This is an optimization exercise on Yosys and OpenROAD, whose aim is a short achievable clock period and few clock cycles, not a production implementation. Only simulation tests tie the RTL to the original design; equivalence was not proved. Power figures rest on the tool's default switching activity, not on a simulated workload.

Design cpu_core, start of the top module:
module cpu_core #(
    parameter cpu_pkg::word_t RESET_PC = '0
) (
    input  logic   clk,
    input  logic   arst_n,
    output cpu_pkg::word_t  imem_addr,         
    input  cpu_pkg::instr_t imem_rdata,
    output cpu_pkg::word_t  dmem_addr,
    output cpu_pkg::word_t  dmem_wdata,
    output logic   dmem_we,           
    output logic   dmem_re,           
    input  cpu_pkg::word_t  dmem_rdata
);
    cpu_pkg::word_t    arr_pc;
    logic              arr_valid, arr_pred;
    cpu_pkg::aluop_t   aluop0;
    logic              use_rs0, use_rt0, b_imm0, b_link0, reg_write0, flag_write0;
    logic              is_load0, is_store0, is_jimm0, is_jreg0, is_branch0, br_true0, br_inv0;
    cpu_pkg::reg_idx_t dst0;
    cpu_pkg::reg_idx_t rs0;
    logic              lit_hit, r15_ok, r_safe, early_jump;
    cpu_pkg::word_t    early_target, rf_r15;
    logic              r_v, r_pred;
    cpu_pkg::word_t    r_pc, r_pcinc, r_imm;
    cpu_pkg::reg_idx_t r_rs, r_rt, r_dst;
    logic [15:0]       r_rs_sel, r_rt_sel;
    cpu_pkg::aluop_t   r_aluop;
    logic              r_use_rs, r_use_rt, r_b_imm, r_b_link, r_reg_write, r_flag_write;
    logic              r_is_load, r_is_store, r_is_jimm, r_is_jreg, r_is_branch, r_br_true, r_br_inv;
    cpu_pkg::word_t    rf_rs, rf_rt;
    logic              fwd_ex_a, fwd_ex_b, fwd_wb_a, fwd_wb_b, fwd_ld_a, fwd_ld_b;
    cpu_pkg::word_t    opa, opb, rs_jump;
    logic              stall_load, stall_jump, stall, go;
    logic              zero_flag, true_flag, defer, taken, redirect_r, install_r;
    logic              c_v, c_br_true, c_br_inv, c_pred, c_bp, c_taken, kill, install_c;
    logic              defer_back;
    cpu_pkg::word_t    c_pc, c_pcinc, c_target;
    cpu_pkg::word_t    target, redirect_addr;
    logic              redirect, install;
    logic              e_v;
    cpu_pkg::word_t    e_opa, e_opb;
    cpu_pkg::aluop_t   e_aluop;
    logic              e_reg_write, e_flag_write, e_load, e_store;
    cpu_pkg::word_t    e_wd;
    cpu_pkg::reg_idx_t e_dst;
    cpu_pkg::word_t    e_res;
    logic              w_v;               
    cpu_pkg::reg_idx_t w_dst;
    cpu_pkg::word_t    w_res;
    logic              req_load;          
    cpu_pkg::reg_idx_t req_dst;
    logic              ld_valid;          
    cpu_pkg::reg_idx_t ld_dst;
    program_counter i_program_counter (
        .clk, .arst_n,
  ...
==> flow/config.mk <==
export PLATFORM = sky130hd
export DESIGN_NAME = cpu_core
export DESIGN_NICKNAME = cpu_core
export VERILOG_FILES = /design/flow/design.v
export SDC_FILE = /design/flow/constraint.sdc
export NUM_CORES = 4
export LEC_CHECK = 0
export CAP_MARGIN = 20
export CORE_MARGIN = 2
export CORE_UTILIZATION = 40
export SLEW_MARGIN = 20
==> flow/constraint.sdc <==
create_clock -name core_clock -period 9.0 [get_ports {clk}]
set_input_delay 1.8000 -clock core_clock [delete_from_list [all_inputs] [get_ports {clk}]]
set_output_delay 1.8000 -clock core_clock [all_outputs]
set_load 0.01 [all_outputs]
standard.sh (not shown) runs the stock make flow with config.mk's settings and CLKGATE_MAP_FILE= SYNTH_SCRIPT=/design/flow/synth_recipe.tcl, a recipe that flattens the netlist after the stock synthesis.
==> flow/flow/run.sh <==
#!/bin/bash
# Standard ORFS layout (the standard.sh: standard synthesis, floorplan,
# placement, CTS, routing, finish), with repair aiming further below the
# clock period and sized port buffers. All tool output is in make.log here
# and in ORFS's own logs under orfs/logs.
set -euo pipefail
bash standard.sh \
  SETUP_SLACK_MARGIN=6 \
  TNS_END_PERCENT=100 \
  MATCH_CELL_FOOTPRINT=0 \
  "BUFFER_PORTS_ARGS=-buffer_cell sky130_fd_sc_hd__buf_4" \
  finish > make.log 2>&1
The baseline finished clean.
Testbench counts at the start, summed over its fixed seeds: cycles 10,809.
Then changed:
--- a/flow/design.v
+++ b/flow/design.v
@@ -417,14 +417,13 @@
     logic              r_is_load, r_is_store, r_is_jimm, r_is_jreg, r_is_branch, r_br_true, r_br_inv;
     cpu_pkg::word_t    rf_rs, rf_rt;
     logic              fwd_ex_a, fwd_ex_b, fwd_wb_a, fwd_wb_b, fwd_ld_a, fwd_ld_b;
     cpu_pkg::word_t    opa, opb, rs_jump;
     logic              stall_load, stall_jump, stall, go;
     logic              zero_flag, true_flag, defer, taken, redirect_r, install_r;
-    logic              c_v, c_br_true, c_br_inv, c_pred, c_bp, c_taken, kill, install_c;
-    logic              defer_back;
+    logic              c_v, c_br_true, c_br_inv, c_pred, c_taken, kill;
     cpu_pkg::word_t    c_pc, c_pcinc, c_target;
     cpu_pkg::word_t    target, redirect_addr;
     logic              redirect, install;
     logic              e_v;
     cpu_pkg::word_t    e_opa, e_opb;
     cpu_pkg::aluop_t   e_aluop;
@@ -446,14 +445,14 @@
         .flag        (1'b1),
         .redirect_addr,
         .hold        (stall),
         .early_jump,
         .early_target,
         .install,
-        .install_key (install_c ? c_pc : r_pc),
-        .install_tgt (install_c ? c_target : target),
+        .install_key (kill ? c_pc : r_pc),
+        .install_tgt (kill ? c_target : target),
         .fetch_addr  (imem_addr),
         .arr_pc,
         .arr_valid,
         .arr_pred
     );
     control_unit i_control_unit (
@@ -561,38 +560,35 @@
     assign stall = r_v && (stall_jump || stall_load);
     assign go    = r_v && !stall && !kill;
     assign defer  = r_is_branch && e_v && e_flag_write;
     assign taken  = r_is_jimm || r_is_jreg ||
                     (r_is_branch && ((r_br_true ? true_flag : zero_flag) ^ r_br_inv));
     assign target = r_is_jreg ? rs_jump : (r_is_jimm ? r_imm : r_pcinc + r_imm);
-    assign defer_back = defer && !r_pred && r_imm[15];
-    assign redirect_r = go && (defer ? defer_back : (taken ^ r_pred));
+    assign redirect_r = go && !defer && (taken ^ r_pred);
     assign install_r  = go && !defer && taken && !r_pred && (r_is_jimm || r_is_branch);
     always_ff @(posedge clk or negedge arst_n) begin
         if (!arst_n) begin
             c_v <= 1'b0;
         end else begin
             c_v <= go && defer;
         end
     end
     always_ff @(posedge clk) begin
         c_br_true <= r_br_true;
         c_br_inv  <= r_br_inv;
-        c_pred    <= r_pred || r_imm[15];
-        c_bp      <= r_pred;
+        c_pred    <= r_pred;
         c_pc      <= r_pc;
         c_pcinc   <= r_pcinc;
         c_target  <= r_pcinc + r_imm;
     end
     assign c_taken = (c_br_true ? true_flag : zero_flag) ^ c_br_inv;
     assign kill    = c_v && (c_taken ^ c_pred);
     assign redirect      = kill || redirect_r;
     assign redirect_addr = kill ? (c_pred ? c_pcinc : c_target)
                                 : (r_pred ? r_pcinc : target);
-    assign install_c     = c_v && c_taken && !c_bp;
-    assign install       = install_c || install_r;
+    assign install       = (kill && c_taken) || install_r;
     assign dmem_re = req_load;
     cycle_fsm i_cycle_fsm (
         .clk, .arst_n,
         .issue_load  (e_v && e_load),
         .issue_store (e_v && e_store),
         .addr        (e_res),
Utilization came out higher by 0.48 points.
Clock power barely changes.
Wire length goes up by 0.99%.
Fmax is higher by 1.8%.
Worst setup slack gains 0.059 ns.
First-iteration DRC count grows by 6.9%.
Critical path depth came out lower by 7.
Global-route usage is higher by 0.24 points.
Total power barely changes.
Final cell count fell by 0.87%.
Testbench counts after the change, summed over its fixed seeds: cycles 10,905.

re-timing with driven ports:
The flow's constraints put no driver on any port. The routed layouts listed below were extracted and timed again, unchanged, in two steps.
Step 1 assumes that a clkbuf_16 drives the clock port and a buf_2 every other input.
Step 2 times the ports against the registers' clock, not the clock port: input delays grow and output delays shrink by t, the midpoint of the rising clock arrivals with the driver on.
Three values: ideal ports, drivers, drivers and shift; two values: the first two.
run | shift t [ns] | setup slack, ns | slew at the worst register clock pin (ns) | cell pins on the clock port's net
the first run | 0.697 | 5.665 / 5.697 / 5.000 | 0.07 / 0.07 | 1
the second run | 0.700 | 5.724 / 5.661 / 5.072 | 0.07 / 0.07 | 1
After both steps setup and hold are still met in every run listed. The setup slack of the first run, which loses most, moves by +0.032 ns with the drivers and by -0.665 ns with both steps.
